This is an optimization exercise on Yosys and OpenROAD, whose aim is small area, a short achievable clock period and few clock cycles per item, not a production implementation.
Function was checked by simulation only, so behaviour that the tests miss may differ from the original.

==> run a <==
==> flow/design.v <==
package md_pkg;
  localparam logic [1:0] OP_DIV   = 2'b11;
  localparam logic [1:0] OP_DIVU  = 2'b10;
  localparam logic [1:0] OP_MULT  = 2'b01;
  localparam logic [1:0] OP_MULTU = 2'b00;
  localparam int MUL_LAT_DEF = 5;
  typedef enum logic [1:0] {
    ST_IDLE  = 2'd0,
    ST_MUL   = 2'd1,
    ST_DIV   = 2'd2
  } md_state_e;
endpackage
module add_sk #(
  parameter int N = 32
) (
  input  logic [N-1:0] a,
  input  logic [N-1:0] b,
  input  logic         cin,
  output logic [N-1:0] s,
  output logic         cout
);
  localparam int L = $clog2(N);
  logic [N-1:0] g [L+1];
  logic [N-1:0] p [L+1];
  logic [N-1:0] hp;
  assign hp   = a ^ b;
  assign g[0] = {a[N-1:1] & b[N-1:1], (a[0] & b[0]) | (hp[0] & cin)};
  assign p[0] = hp;
  for (genvar l = 0; l < L; l++) begin : g_lvl
    for (genvar i = 0; i < N; i++) begin : g_bit
      if (((i >> l) & 1) == 1) begin : g_op
        localparam int J = ((i >> l) << l) - 1;
        assign g[l+1][i] = g[l][i] | (p[l][i] & g[l][J]);
        assign p[l+1][i] = p[l][i] & p[l][J];
      end else begin : g_pass
        assign g[l+1][i] = g[l][i];
        assign p[l+1][i] = p[l][i];
      end
    end
  end
  assign s    = hp ^ {g[L][N-2:0], cin};
  assign cout = g[L][N-1];
endmodule
module div_iter (
  input  logic [31:0] rem_in,
  input  logic [31:0] quo_in,
  input  logic [31:0] divisor,
  output logic [31:0] rem_out,
  output logic [31:0] quo_out
);
  logic [32:0] p1, d1, p2, d2;
  logic [31:0] r1;
  logic        q1, q2, c1, c2;
  assign p1 = {rem_in, quo_in[31]};
  add_sk #(.N(33)) u_s1 (.a(p1), .b(~{1'b0, divisor}), .cin(1'b1), .s(d1), .cout(c1));
  assign q1 = c1;
  assign r1 = q1 ? d1[31:0] : p1[31:0];
  assign p2 = {r1, quo_in[30]};
  add_sk #(.N(33)) u_s2 (.a(p2), .b(~{1'b0, divisor}), .cin(1'b1), .s(d2), .cout(c2));
  assign q2 = c2;
  assign rem_out = q2 ? d2[31:0] : p2[31:0];
  assign quo_out = {quo_in[29:0], q1, q2};
endmodule
module mult_div_unit #(
  parameter int MUL_LAT = md_pkg::MUL_LAT_DEF
) (
  input  logic        clk,
  input  logic        rst_n,
  input  logic        start,
  input  logic        hilo,
  input  logic        we,
  input  logic [1:0]  op,
  input  logic        madd,
  input  logic [31:0] src_a,
  input  logic [31:0] src_b,
  output logic        busy,
  output logic [31:0] hi,
  output logic [31:0] lo,
  output logic [31:0] rd_data
);
  localparam int W = 52;    
  md_pkg::md_state_e state_q, state_d;
  logic [31:0] hi_q, hi_d, lo_q, lo_d;
  logic [31:0] a_q, a_d;         
  logic [35:0] u_q, u_d;         
  logic [3:0]  cnt_q, cnt_d;
  logic        sgn_q, sgn_d;
  logic        madd_q, madd_d;
  logic        corr_q, corr_d;
  logic        pb_q, pb_d;
  logic        qneg_q, qneg_d;
  logic        rneg_q, rneg_d;
  function automatic logic [5:0] clz32(input logic [31:0] x);
    logic [15:0] z1;  logic [15:0] c1;         
    logic [7:0]  z2;  logic [15:0] c2;         
    logic [3:0]  z3;  logic [11:0] c3;         
    logic [1:0]  z4;  logic [7:0]  c4;         
    for (int g = 0; g < 16; g++) begin
      z1[g] = ~(x[2*g+1] | x[2*g]);
      c1[g] = ~x[2*g+1];
    end
    for (int g = 0; g < 8; g++) begin
      z2[g] = z1[2*g+1] & z1[2*g];
      c2[2*g +: 2] = z1[2*g+1] ? {1'b1, c1[2*g]} : {1'b0, c1[2*g+1]};
    end
    for (int g = 0; g < 4; g++) begin
      z3[g] = z2[2*g+1] & z2[2*g];
      c3[3*g +: 3] = z2[2*g+1] ? {1'b1, c2[4*g +: 2]} : {1'b0, c2[4*g+2 +: 2]};
    end
    for (int g = 0; g < 2; g++) begin
      z4[g] = z3[2*g+1] & z3[2*g];
      c4[4*g +: 4] = z3[2*g+1] ? {1'b1, c3[6*g +: 3]} : {1'b0, c3[6*g+3 +: 3]};
    end
    clz32 = (z4[1] & z4[0]) ? 6'd32 :
            z4[1] ? {2'b01, c4[3:0]} : {2'b00, c4[7:4]};
  endfunction
  localparam logic [W-1:0] MK = W'(-(64'd1 << 35) - (64'd1 << 33) - (64'd1 << 35) - (64'd1 << 37)
                                   - (64'd1 << 39) - (64'd1 << 41) - (64'd1 << 43) - (64'd1 << 45)
                                   - (64'd1 << 47));
  logic [32:0]  a_ext;
  logic [16:0]  bx;
  logic [W-1:0] pp [8];
  logic [7:0]   bneg;
  logic [15:0]  chh, corrh;
  logic [16:0]  cadd;
  logic [W-1:0] opu, opi;
  logic [W-1:0] l1s [4], l1c [4];
  logic [W-1:0] l2s [2], l2c [2];
  logic [W-1:0] l3s [2], l3c [2];
  logic [W-1:0] l4s, l4c, l5s, l5c;
  logic [W-1:0] vsum;
  function automatic logic [2*W-1:0] csa(input logic [W-1:0] x, input logic [W-1:0] y,
                                         input logic [W-1:0] z);
    csa = {((x & y) | (x & z) | (y & z)) << 1, x ^ y ^ z};
  endfunction
  logic idle;
  assign idle  = (state_q == md_pkg::ST_IDLE);
  assign a_ext = idle ? {op[0] & src_a[31], src_a} : {sgn_q & a_q[31], a_q};
  assign bx    = idle ? {src_b[15:0], 1'b0} : {lo_q[15:0], pb_q};
  always_comb begin
    for (int j = 0; j < 8; j++) begin
      logic x2, x1, x0, one, two;
      logic [33:0] mag, r;
      x2 = bx[2*j+2];
      x1 = bx[2*j+1];
      x0 = bx[2*j];
      bneg[j] = x2 & ~(x1 & x0);
      one     = x1 ^ x0;
      two     = (x2 & ~x1 & ~x0) | (~x2 & x1 & x0);
      mag     = one ? {a_ext[32], a_ext} : two ? {a_ext, 1'b0} : '0;
      r       = mag ^ {34{bneg[j]}};
      pp[j]   = W'({~r[33], r[32:0]}) << (2*j);
      if (j > 0) pp[j] = pp[j] | (W'(bneg[j-1]) << (2*j-2));
    end
  end
  assign chh   = idle ? (madd ? hi_q[15:0] : 16'd0) : (madd_q ? hi_q[31:16] : 16'd0);
  assign corrh = idle ? ((!op[0] && src_b[31]) ? src_a[15:0] : 16'd0)
                      : (corr_q ? a_q[31:16] : 16'd0);
  assign cadd  = {1'b0, chh} + {1'b0, corrh};
  assign opu = idle ? W'({1'b1, 3'd0, madd ? lo_q : 32'd0}) : W'({~u_q[35], u_q[34:0]});
  assign opi = (W'(cadd) << 32) | (W'(bneg[7]) << 14);
  assign {l1c[0], l1s[0]} = csa(opu,   pp[0], pp[1]);
  assign {l1c[1], l1s[1]} = csa(pp[2], pp[3], pp[4]);
  assign {l1c[2], l1s[2]} = csa(pp[5], pp[6], pp[7]);
  assign {l1c[3], l1s[3]} = csa(opi,   MK,    '0);
  assign {l2c[0], l2s[0]} = csa(l1s[0], l1c[0], l1s[1]);
  assign {l2c[1], l2s[1]} = csa(l1c[1], l1s[2], l1c[2]);
  assign {l3c[0], l3s[0]} = csa(l2s[0], l2c[0], l2s[1]);
  assign {l3c[1], l3s[1]} = csa(l2c[1], l1s[3], l1c[3]);
  assign {l4c, l4s}       = csa(l3s[0], l3c[0], l3s[1]);
  assign {l5c, l5s}       = csa(l4s, l4c, l3c[1]);
  assign vsum = l5s + l5c;
  logic [31:0] ma, mb;
  logic [5:0]  za, zb;
  logic [6:0]  nq, nq2;
  logic [4:0]  ksh;
  logic [63:0] nsh;
  logic [31:0] dv_rem, dv_quo;
  logic        nega, negb;
  assign nega = op[0] && src_a[31];
  assign negb = op[0] && src_b[31];
  assign ma  = nega ? -src_a : src_a;
  assign mb  = negb ? -src_b : src_b;
  assign za  = clz32(src_a ^ {32{nega}});
  assign zb  = clz32(src_b ^ {32{negb}});
  assign nq  = 7'(zb) - 7'(za) + 7'd1 + 7'(nega);    
  assign nq2 = (!nq[6] && nq > 7'd32) ? 7'd32 : nq + 7'(nq[0]);
  assign ksh = 5'(7'd32 - nq2);
  assign nsh = {32'd0, ma} << ksh;
  div_iter u_div_iter (
    .rem_in  (u_q[31:0]),
    .quo_in  (lo_q),
    .divisor (a_q),
    .rem_out (dv_rem),
    .quo_out (dv_quo)
  );
  always_comb begin
    state_d = state_q;
    hi_d    = hi_q;
    lo_d    = lo_q;
    a_d     = a_q;
    u_d     = u_q;
    cnt_d   = cnt_q;
    sgn_d   = sgn_q;
    madd_d  = madd_q;
    corr_d  = corr_q;
    pb_d    = pb_q;
    qneg_d  = qneg_q;
    rneg_d  = rneg_q;
    case (state_q)
      md_pkg::ST_IDLE: begin
        if (start) begin
          sgn_d = op[0];
          if (!op[1]) begin
            state_d = md_pkg::ST_MUL;
            a_d     = src_a;
            u_d     = vsum[W-1:16];
            lo_d    = {vsum[15:0], src_b[31:16]};
            madd_d  = madd;
            corr_d  = !op[0] && src_b[31];
            pb_d    = src_b[15];
          end else if (src_b != 32'd0) begin
            if (nq[6] || nq == 7'd0) begin
              hi_d    = src_a;
              lo_d    = 32'd0;
            end else begin
              state_d = md_pkg::ST_DIV;
              a_d     = mb;
              u_d     = {4'd0, nsh[63:32]};
              lo_d    = nsh[31:0];
              cnt_d   = 4'(nq2[5:1] - 5'd1);
              qneg_d  = op[0] && (src_a[31] ^ src_b[31]);
              rneg_d  = op[0] && src_a[31];
            end
          end
        end else if (we) begin
          if (hilo) lo_d = src_a;
          else      hi_d = src_a;
        end
      end
      md_pkg::ST_MUL: begin
        hi_d    = vsum[47:16];
        lo_d    = {vsum[15:0], lo_q[31:16]};
        state_d = md_pkg::ST_IDLE;
      end
      md_pkg::ST_DIV: begin
        u_d   = {4'd0, dv_rem};
        lo_d  = dv_quo;
        cnt_d = cnt_q - 4'd1;
        if (cnt_q == 4'd0) begin
          hi_d    = rneg_q ? -dv_rem : dv_rem;
          lo_d    = qneg_q ? -dv_quo : dv_quo;
          state_d = md_pkg::ST_IDLE;
        end
      end
      default: state_d = md_pkg::ST_IDLE;
    endcase
  end
  always_ff @(posedge clk or negedge rst_n) begin
    if (!rst_n) begin
      state_q <= md_pkg::ST_IDLE;
      hi_q    <= 32'd0;
      lo_q    <= 32'd0;
    end else begin
      state_q <= state_d;
      hi_q    <= hi_d;
      lo_q    <= lo_d;
    end
  end
  always_ff @(posedge clk) begin
    a_q    <= a_d;
    u_q    <= u_d;
    cnt_q  <= cnt_d;
    sgn_q  <= sgn_d;
    madd_q <= madd_d;
    corr_q <= corr_d;
    pb_q   <= pb_d;
    qneg_q <= qneg_d;
    rneg_q <= rneg_d;
  end
  assign busy    = (state_q != md_pkg::ST_IDLE);
  assign hi      = hi_q;
  assign lo      = lo_q;
  assign rd_data = hilo ? lo_q : hi_q;
endmodule
==> flow/run.sh <==
#!/bin/bash
# synth_recipe.tcl (not shown) runs the flow's synth.tcl, then flattens the netlist and writes it again
# the make line also repeats each setting of config.mk as NAME=value (left out here)
make -C /OpenROAD-flow-scripts/flow DESIGN_CONFIG=/design/flow/config.mk WORK_HOME=/design/flow/orfs CLKGATE_MAP_FILE= SYNTH_SCRIPT=/design/flow/synth_recipe.tcl finish
==> flow/config.mk <==
export PLATFORM = sky130hd
export DESIGN_NAME = mult_div_unit
export DESIGN_NICKNAME = mult_div_unit
export VERILOG_FILES = /design/flow/design.v
export SDC_FILE = /design/flow/constraint.sdc
export NUM_CORES = 4
export LEC_CHECK = 0
export CAP_MARGIN = 20
export CORE_MARGIN = 2
export CORE_UTILIZATION = 40
export SETUP_SLACK_MARGIN = 3.5
export SLEW_MARGIN = 20
==> flow/constraint.sdc <==
create_clock -name core_clock -period 13.0 [get_ports {clk}]
set_input_delay 2.6000 -clock core_clock [delete_from_list [all_inputs] [get_ports {clk}]]
set_output_delay 2.6000 -clock core_clock [all_outputs]
set_load 0.01 [all_outputs]
==> inputs of run b, as changes to run a <==
--- a/flow/design.v
+++ b/flow/design.v
@@ -12,33 +12,2 @@
 endpackage
-module add_sk #(
-  parameter int N = 32
-) (
-  input  logic [N-1:0] a,
-  input  logic [N-1:0] b,
-  input  logic         cin,
-  output logic [N-1:0] s,
-  output logic         cout
-);
-  localparam int L = $clog2(N);
-  logic [N-1:0] g [L+1];
-  logic [N-1:0] p [L+1];
-  logic [N-1:0] hp;
-  assign hp   = a ^ b;
-  assign g[0] = {a[N-1:1] & b[N-1:1], (a[0] & b[0]) | (hp[0] & cin)};
-  assign p[0] = hp;
-  for (genvar l = 0; l < L; l++) begin : g_lvl
-    for (genvar i = 0; i < N; i++) begin : g_bit
-      if (((i >> l) & 1) == 1) begin : g_op
-        localparam int J = ((i >> l) << l) - 1;
-        assign g[l+1][i] = g[l][i] | (p[l][i] & g[l][J]);
-        assign p[l+1][i] = p[l][i] & p[l][J];
-      end else begin : g_pass
-        assign g[l+1][i] = g[l][i];
-        assign p[l+1][i] = p[l][i];
-      end
-    end
-  end
-  assign s    = hp ^ {g[L][N-2:0], cin};
-  assign cout = g[L][N-1];
-endmodule
 module div_iter (
@@ -52,12 +21,14 @@
   logic [31:0] r1;
-  logic        q1, q2, c1, c2;
-  assign p1 = {rem_in, quo_in[31]};
-  add_sk #(.N(33)) u_s1 (.a(p1), .b(~{1'b0, divisor}), .cin(1'b1), .s(d1), .cout(c1));
-  assign q1 = c1;
-  assign r1 = q1 ? d1[31:0] : p1[31:0];
-  assign p2 = {r1, quo_in[30]};
-  add_sk #(.N(33)) u_s2 (.a(p2), .b(~{1'b0, divisor}), .cin(1'b1), .s(d2), .cout(c2));
-  assign q2 = c2;
-  assign rem_out = q2 ? d2[31:0] : p2[31:0];
-  assign quo_out = {quo_in[29:0], q1, q2};
+  logic        q1, q2;
+  always_comb begin
+    p1 = {rem_in, quo_in[31]};
+    d1 = p1 - {1'b0, divisor};
+    q1 = !d1[32];
+    r1 = q1 ? d1[31:0] : p1[31:0];
+    p2 = {r1, quo_in[30]};
+    d2 = p2 - {1'b0, divisor};
+    q2 = !d2[32];
+    rem_out = q2 ? d2[31:0] : p2[31:0];
+    quo_out = {quo_in[29:0], q1, q2};
+  end
 endmodule
@@ -178,11 +149,8 @@
   logic [31:0] dv_rem, dv_quo;
-  logic        nega, negb;
-  assign nega = op[0] && src_a[31];
-  assign negb = op[0] && src_b[31];
-  assign ma  = nega ? -src_a : src_a;
-  assign mb  = negb ? -src_b : src_b;
-  assign za  = clz32(src_a ^ {32{nega}});
-  assign zb  = clz32(src_b ^ {32{negb}});
-  assign nq  = 7'(zb) - 7'(za) + 7'd1 + 7'(nega);    
-  assign nq2 = (!nq[6] && nq > 7'd32) ? 7'd32 : nq + 7'(nq[0]);
+  assign ma  = (op[0] && src_a[31]) ? -src_a : src_a;
+  assign mb  = (op[0] && src_b[31]) ? -src_b : src_b;
+  assign za  = clz32(ma);
+  assign zb  = clz32(mb);
+  assign nq  = 7'(zb) - 7'(za) + 7'd1;           
+  assign nq2 = nq + 7'(nq[0]);                   
   assign ksh = 5'(7'd32 - nq2);
- SETUP_SLACK_MARGIN: 3.5 -> 2.5
==> inputs of run c, as changes to run a <==
==> flow/design.v, changed modules only <==
module div_iter (
  input  logic [31:0] rem_in,
  input  logic [31:0] quo_in,
  input  logic [31:0] divisor,
  output logic [31:0] rem_out,
  output logic [31:0] quo_out
);
  logic [32:0] p1, d1, p2, d2;
  logic [31:0] r1;
  logic        q1, q2;
  always_comb begin
    p1 = {rem_in, quo_in[31]};
    d1 = p1 - {1'b0, divisor};
    q1 = !d1[32];
    r1 = q1 ? d1[31:0] : p1[31:0];
    p2 = {r1, quo_in[30]};
    d2 = p2 - {1'b0, divisor};
    q2 = !d2[32];
    rem_out = q2 ? d2[31:0] : p2[31:0];
    quo_out = {quo_in[29:0], q1, q2};
  end
endmodule
module mult_div_unit #(
  parameter int MUL_LAT = md_pkg::MUL_LAT_DEF
) (
  input  logic        clk,
  input  logic        rst_n,
  input  logic        start,
  input  logic        hilo,
  input  logic        we,
  input  logic [1:0]  op,
  input  logic        madd,
  input  logic [31:0] src_a,
  input  logic [31:0] src_b,
  output logic        busy,
  output logic [31:0] hi,
  output logic [31:0] lo,
  output logic [31:0] rd_data
);
  localparam int W = 52;    
  md_pkg::md_state_e state_q, state_d;
  logic [31:0] hi_q, hi_d, lo_q, lo_d;
  logic [31:0] a_q, a_d;         
  logic [35:0] u_q, u_d;         
  logic [3:0]  cnt_q, cnt_d;
  logic        sgn_q, sgn_d;
  logic        madd_q, madd_d;
  logic        corr_q, corr_d;
  logic        pb_q, pb_d;
  logic        qneg_q, qneg_d;
  logic        rneg_q, rneg_d;
  function automatic logic [5:0] clz32(input logic [31:0] x);
    logic [15:0] z1;  logic [15:0] c1;         
    logic [7:0]  z2;  logic [15:0] c2;         
    logic [3:0]  z3;  logic [11:0] c3;         
    logic [1:0]  z4;  logic [7:0]  c4;         
    for (int g = 0; g < 16; g++) begin
      z1[g] = ~(x[2*g+1] | x[2*g]);
      c1[g] = ~x[2*g+1];
    end
    for (int g = 0; g < 8; g++) begin
      z2[g] = z1[2*g+1] & z1[2*g];
      c2[2*g +: 2] = z1[2*g+1] ? {1'b1, c1[2*g]} : {1'b0, c1[2*g+1]};
    end
    for (int g = 0; g < 4; g++) begin
      z3[g] = z2[2*g+1] & z2[2*g];
      c3[3*g +: 3] = z2[2*g+1] ? {1'b1, c2[4*g +: 2]} : {1'b0, c2[4*g+2 +: 2]};
    end
    for (int g = 0; g < 2; g++) begin
      z4[g] = z3[2*g+1] & z3[2*g];
      c4[4*g +: 4] = z3[2*g+1] ? {1'b1, c3[6*g +: 3]} : {1'b0, c3[6*g+3 +: 3]};
    end
    clz32 = (z4[1] & z4[0]) ? 6'd32 :
            z4[1] ? {2'b01, c4[3:0]} : {2'b00, c4[7:4]};
  endfunction
  localparam logic [W-1:0] MK = W'(-(64'd1 << 35) - (64'd1 << 33) - (64'd1 << 35) - (64'd1 << 37)
                                   - (64'd1 << 39) - (64'd1 << 41) - (64'd1 << 43) - (64'd1 << 45)
                                   - (64'd1 << 47));
  logic [32:0]  a_ext;
  logic [16:0]  bx;
  logic [W-1:0] pp [8];
  logic [7:0]   bneg;
  logic [15:0]  chh, corrh;
  logic [16:0]  cadd;
  logic [W-1:0] opu, opi;
  logic [W-1:0] l1s [4], l1c [4];
  logic [W-1:0] l2s [2], l2c [2];
  logic [W-1:0] l3s [2], l3c [2];
  logic [W-1:0] l4s, l4c, l5s, l5c;
  logic [W-1:0] vsum;
  function automatic logic [2*W-1:0] csa(input logic [W-1:0] x, input logic [W-1:0] y,
                                         input logic [W-1:0] z);
    csa = {((x & y) | (x & z) | (y & z)) << 1, x ^ y ^ z};
  endfunction
  assign a_ext = {sgn_q & a_q[31], a_q};
  assign bx    = {lo_q[15:0], pb_q};
  always_comb begin
    for (int j = 0; j < 8; j++) begin
      logic x2, x1, x0, one, two;
      logic [33:0] mag, r;
      x2 = bx[2*j+2];
      x1 = bx[2*j+1];
      x0 = bx[2*j];
      bneg[j] = x2 & ~(x1 & x0);
      one     = x1 ^ x0;
      two     = (x2 & ~x1 & ~x0) | (~x2 & x1 & x0);
      mag     = one ? {a_ext[32], a_ext} : two ? {a_ext, 1'b0} : '0;
      r       = mag ^ {34{bneg[j]}};
      pp[j]   = W'({~r[33], r[32:0]}) << (2*j);
      if (j > 0) pp[j] = pp[j] | (W'(bneg[j-1]) << (2*j-2));
    end
  end
  assign chh   = (!madd_q) ? 16'd0 : cnt_q[0] ? hi_q[31:16] : hi_q[15:0];
  assign corrh = (!corr_q) ? 16'd0 : cnt_q[0] ? a_q[31:16]  : a_q[15:0];
  assign cadd  = {1'b0, chh} + {1'b0, corrh};
  assign opu = W'({~u_q[35], u_q[34:0]});
  assign opi = (W'(cadd) << 32) | (W'(bneg[7]) << 14);
  assign {l1c[0], l1s[0]} = csa(opu,   pp[0], pp[1]);
  assign {l1c[1], l1s[1]} = csa(pp[2], pp[3], pp[4]);
  assign {l1c[2], l1s[2]} = csa(pp[5], pp[6], pp[7]);
  assign {l1c[3], l1s[3]} = csa(opi,   MK,    '0);
  assign {l2c[0], l2s[0]} = csa(l1s[0], l1c[0], l1s[1]);
  assign {l2c[1], l2s[1]} = csa(l1c[1], l1s[2], l1c[2]);
  assign {l3c[0], l3s[0]} = csa(l2s[0], l2c[0], l2s[1]);
  assign {l3c[1], l3s[1]} = csa(l2c[1], l1s[3], l1c[3]);
  assign {l4c, l4s}       = csa(l3s[0], l3c[0], l3s[1]);
  assign {l5c, l5s}       = csa(l4s, l4c, l3c[1]);
  assign vsum = l5s + l5c;
  logic [31:0] ma, mb;
  logic [5:0]  za, zb;
  logic [6:0]  nq, nq2;
  logic [4:0]  ksh;
  logic [63:0] nsh;
  logic [31:0] dv_rem, dv_quo;
  assign ma  = (op[0] && src_a[31]) ? -src_a : src_a;
  assign mb  = (op[0] && src_b[31]) ? -src_b : src_b;
  assign za  = clz32(ma);
  assign zb  = clz32(mb);
  assign nq  = 7'(zb) - 7'(za) + 7'd1;           
  assign nq2 = nq + 7'(nq[0]);                   
  assign ksh = 5'(7'd32 - nq2);
  assign nsh = {32'd0, ma} << ksh;
  div_iter u_div_iter (
    .rem_in  (u_q[31:0]),
    .quo_in  (lo_q),
    .divisor (a_q),
    .rem_out (dv_rem),
    .quo_out (dv_quo)
  );
  always_comb begin
    state_d = state_q;
    hi_d    = hi_q;
    lo_d    = lo_q;
    a_d     = a_q;
    u_d     = u_q;
    cnt_d   = cnt_q;
    sgn_d   = sgn_q;
    madd_d  = madd_q;
    corr_d  = corr_q;
    pb_d    = pb_q;
    qneg_d  = qneg_q;
    rneg_d  = rneg_q;
    case (state_q)
      md_pkg::ST_IDLE: begin
        if (start) begin
          sgn_d = op[0];
          if (!op[1]) begin
            state_d = md_pkg::ST_MUL;
            a_d     = src_a;
            u_d     = madd ? {4'd0, lo_q} : 36'd0;
            lo_d    = src_b;
            cnt_d   = 4'd0;
            madd_d  = madd;
            corr_d  = !op[0] && src_b[31];
            pb_d    = 1'b0;
          end else if (src_b != 32'd0) begin
            if (nq[6] || nq == 7'd0) begin
              hi_d    = src_a;
              lo_d    = 32'd0;
            end else begin
              state_d = md_pkg::ST_DIV;
              a_d     = mb;
              u_d     = {4'd0, nsh[63:32]};
              lo_d    = nsh[31:0];
              cnt_d   = 4'(nq2[5:1] - 5'd1);
              qneg_d  = op[0] && (src_a[31] ^ src_b[31]);
              rneg_d  = op[0] && src_a[31];
            end
          end
        end else if (we) begin
          if (hilo) lo_d = src_a;
          else      hi_d = src_a;
        end
      end
      md_pkg::ST_MUL: begin
        u_d  = vsum[W-1:16];
        lo_d = {vsum[15:0], lo_q[31:16]};
        pb_d = lo_q[15];
        cnt_d = cnt_q + 4'd1;
        if (cnt_q[0]) begin
          hi_d    = vsum[47:16];
          state_d = md_pkg::ST_IDLE;
        end
      end
      md_pkg::ST_DIV: begin
        u_d   = {4'd0, dv_rem};
        lo_d  = dv_quo;
        cnt_d = cnt_q - 4'd1;
        if (cnt_q == 4'd0) begin
          hi_d    = rneg_q ? -dv_rem : dv_rem;
          lo_d    = qneg_q ? -dv_quo : dv_quo;
          state_d = md_pkg::ST_IDLE;
        end
      end
      default: state_d = md_pkg::ST_IDLE;
    endcase
  end
  always_ff @(posedge clk or negedge rst_n) begin
    if (!rst_n) begin
      state_q <= md_pkg::ST_IDLE;
      hi_q    <= 32'd0;
      lo_q    <= 32'd0;
    end else begin
      state_q <= state_d;
      hi_q    <= hi_d;
      lo_q    <= lo_d;
    end
  end
  always_ff @(posedge clk) begin
    a_q    <= a_d;
    u_q    <= u_d;
    cnt_q  <= cnt_d;
    sgn_q  <= sgn_d;
    madd_q <= madd_d;
    corr_q <= corr_d;
    pb_q   <= pb_d;
    qneg_q <= qneg_d;
    rneg_q <= rneg_d;
  end
  assign busy    = (state_q != md_pkg::ST_IDLE);
  assign hi      = hi_q;
  assign lo      = lo_q;
  assign rd_data = hilo ? lo_q : hi_q;
endmodule
// module add_sk removed
- SETUP_SLACK_MARGIN: 3.5 -> 5
==> qor.csv <==
stage,metric,value,unit
outcome,status,finished clean,
final_layout,final_common_cell,nor2_1,
sta,fmax,116.2,MHz
synthesis,netlist.area_leader.share,0.1390,
The numbers above come from run c.

==> qor.csv <==
stage,metric,value,unit
synthesis,netlist.area_leader.share,0.1418,
min_path,whs_path_depth,2,
outcome,status,finished clean,
The numbers above come from run a.

==> qor.csv <==
stage,metric,value,unit
sta,fmax,96.83,MHz
floorplanning,dieArea,92150,um^2
synthesis,netlist.area_leader.share,0.1389,
final_layout,nNonClkBuffers,344,
outcome,status,finished clean,
The numbers above come from run b.

Testbench counts of run a, summed over its fixed seeds: cycles 4,322, ops 1,920.
Testbench counts of run b, summed over its fixed seeds: cycles 4,286, ops 1,920.
Testbench counts of run c, summed over its fixed seeds: cycles 5,466, ops 1,920.

## static timing again, ports no longer ideal
The results above use ideal ports. As a check the final layouts listed here were re-extracted and re-timed, cells and wires unchanged.
Step 1 sets driving cells, clkbuf_16 on the clock port and buf_2 on the other inputs (assumed; they add their load-dependent delay and slew).
Step 2, shift: input delay + t, output delay - t, t = (earliest + latest rising clock arrival at the registers) / 2. This alone moves slack from input paths to output paths.
Three values: ideal ports, drivers, drivers and shift; two values: the first two.
run | shift t [ns] | setup WS [ns] | worst register clock-pin slew, ns
run a | 0.522 | 3.521 / 3.556 / 3.033 | 0.08 / 0.08
run b | 0.545 | 2.672 / 2.726 / 2.181 | 0.08 / 0.08
run c | 0.569 | 4.393 / 4.420 / 3.851 | 0.08 / 0.08
After both steps setup and hold are still met in every run listed. For run c, which loses most, drivers alone change the setup slack by +0.027 ns; drivers and shift together by -0.542 ns.
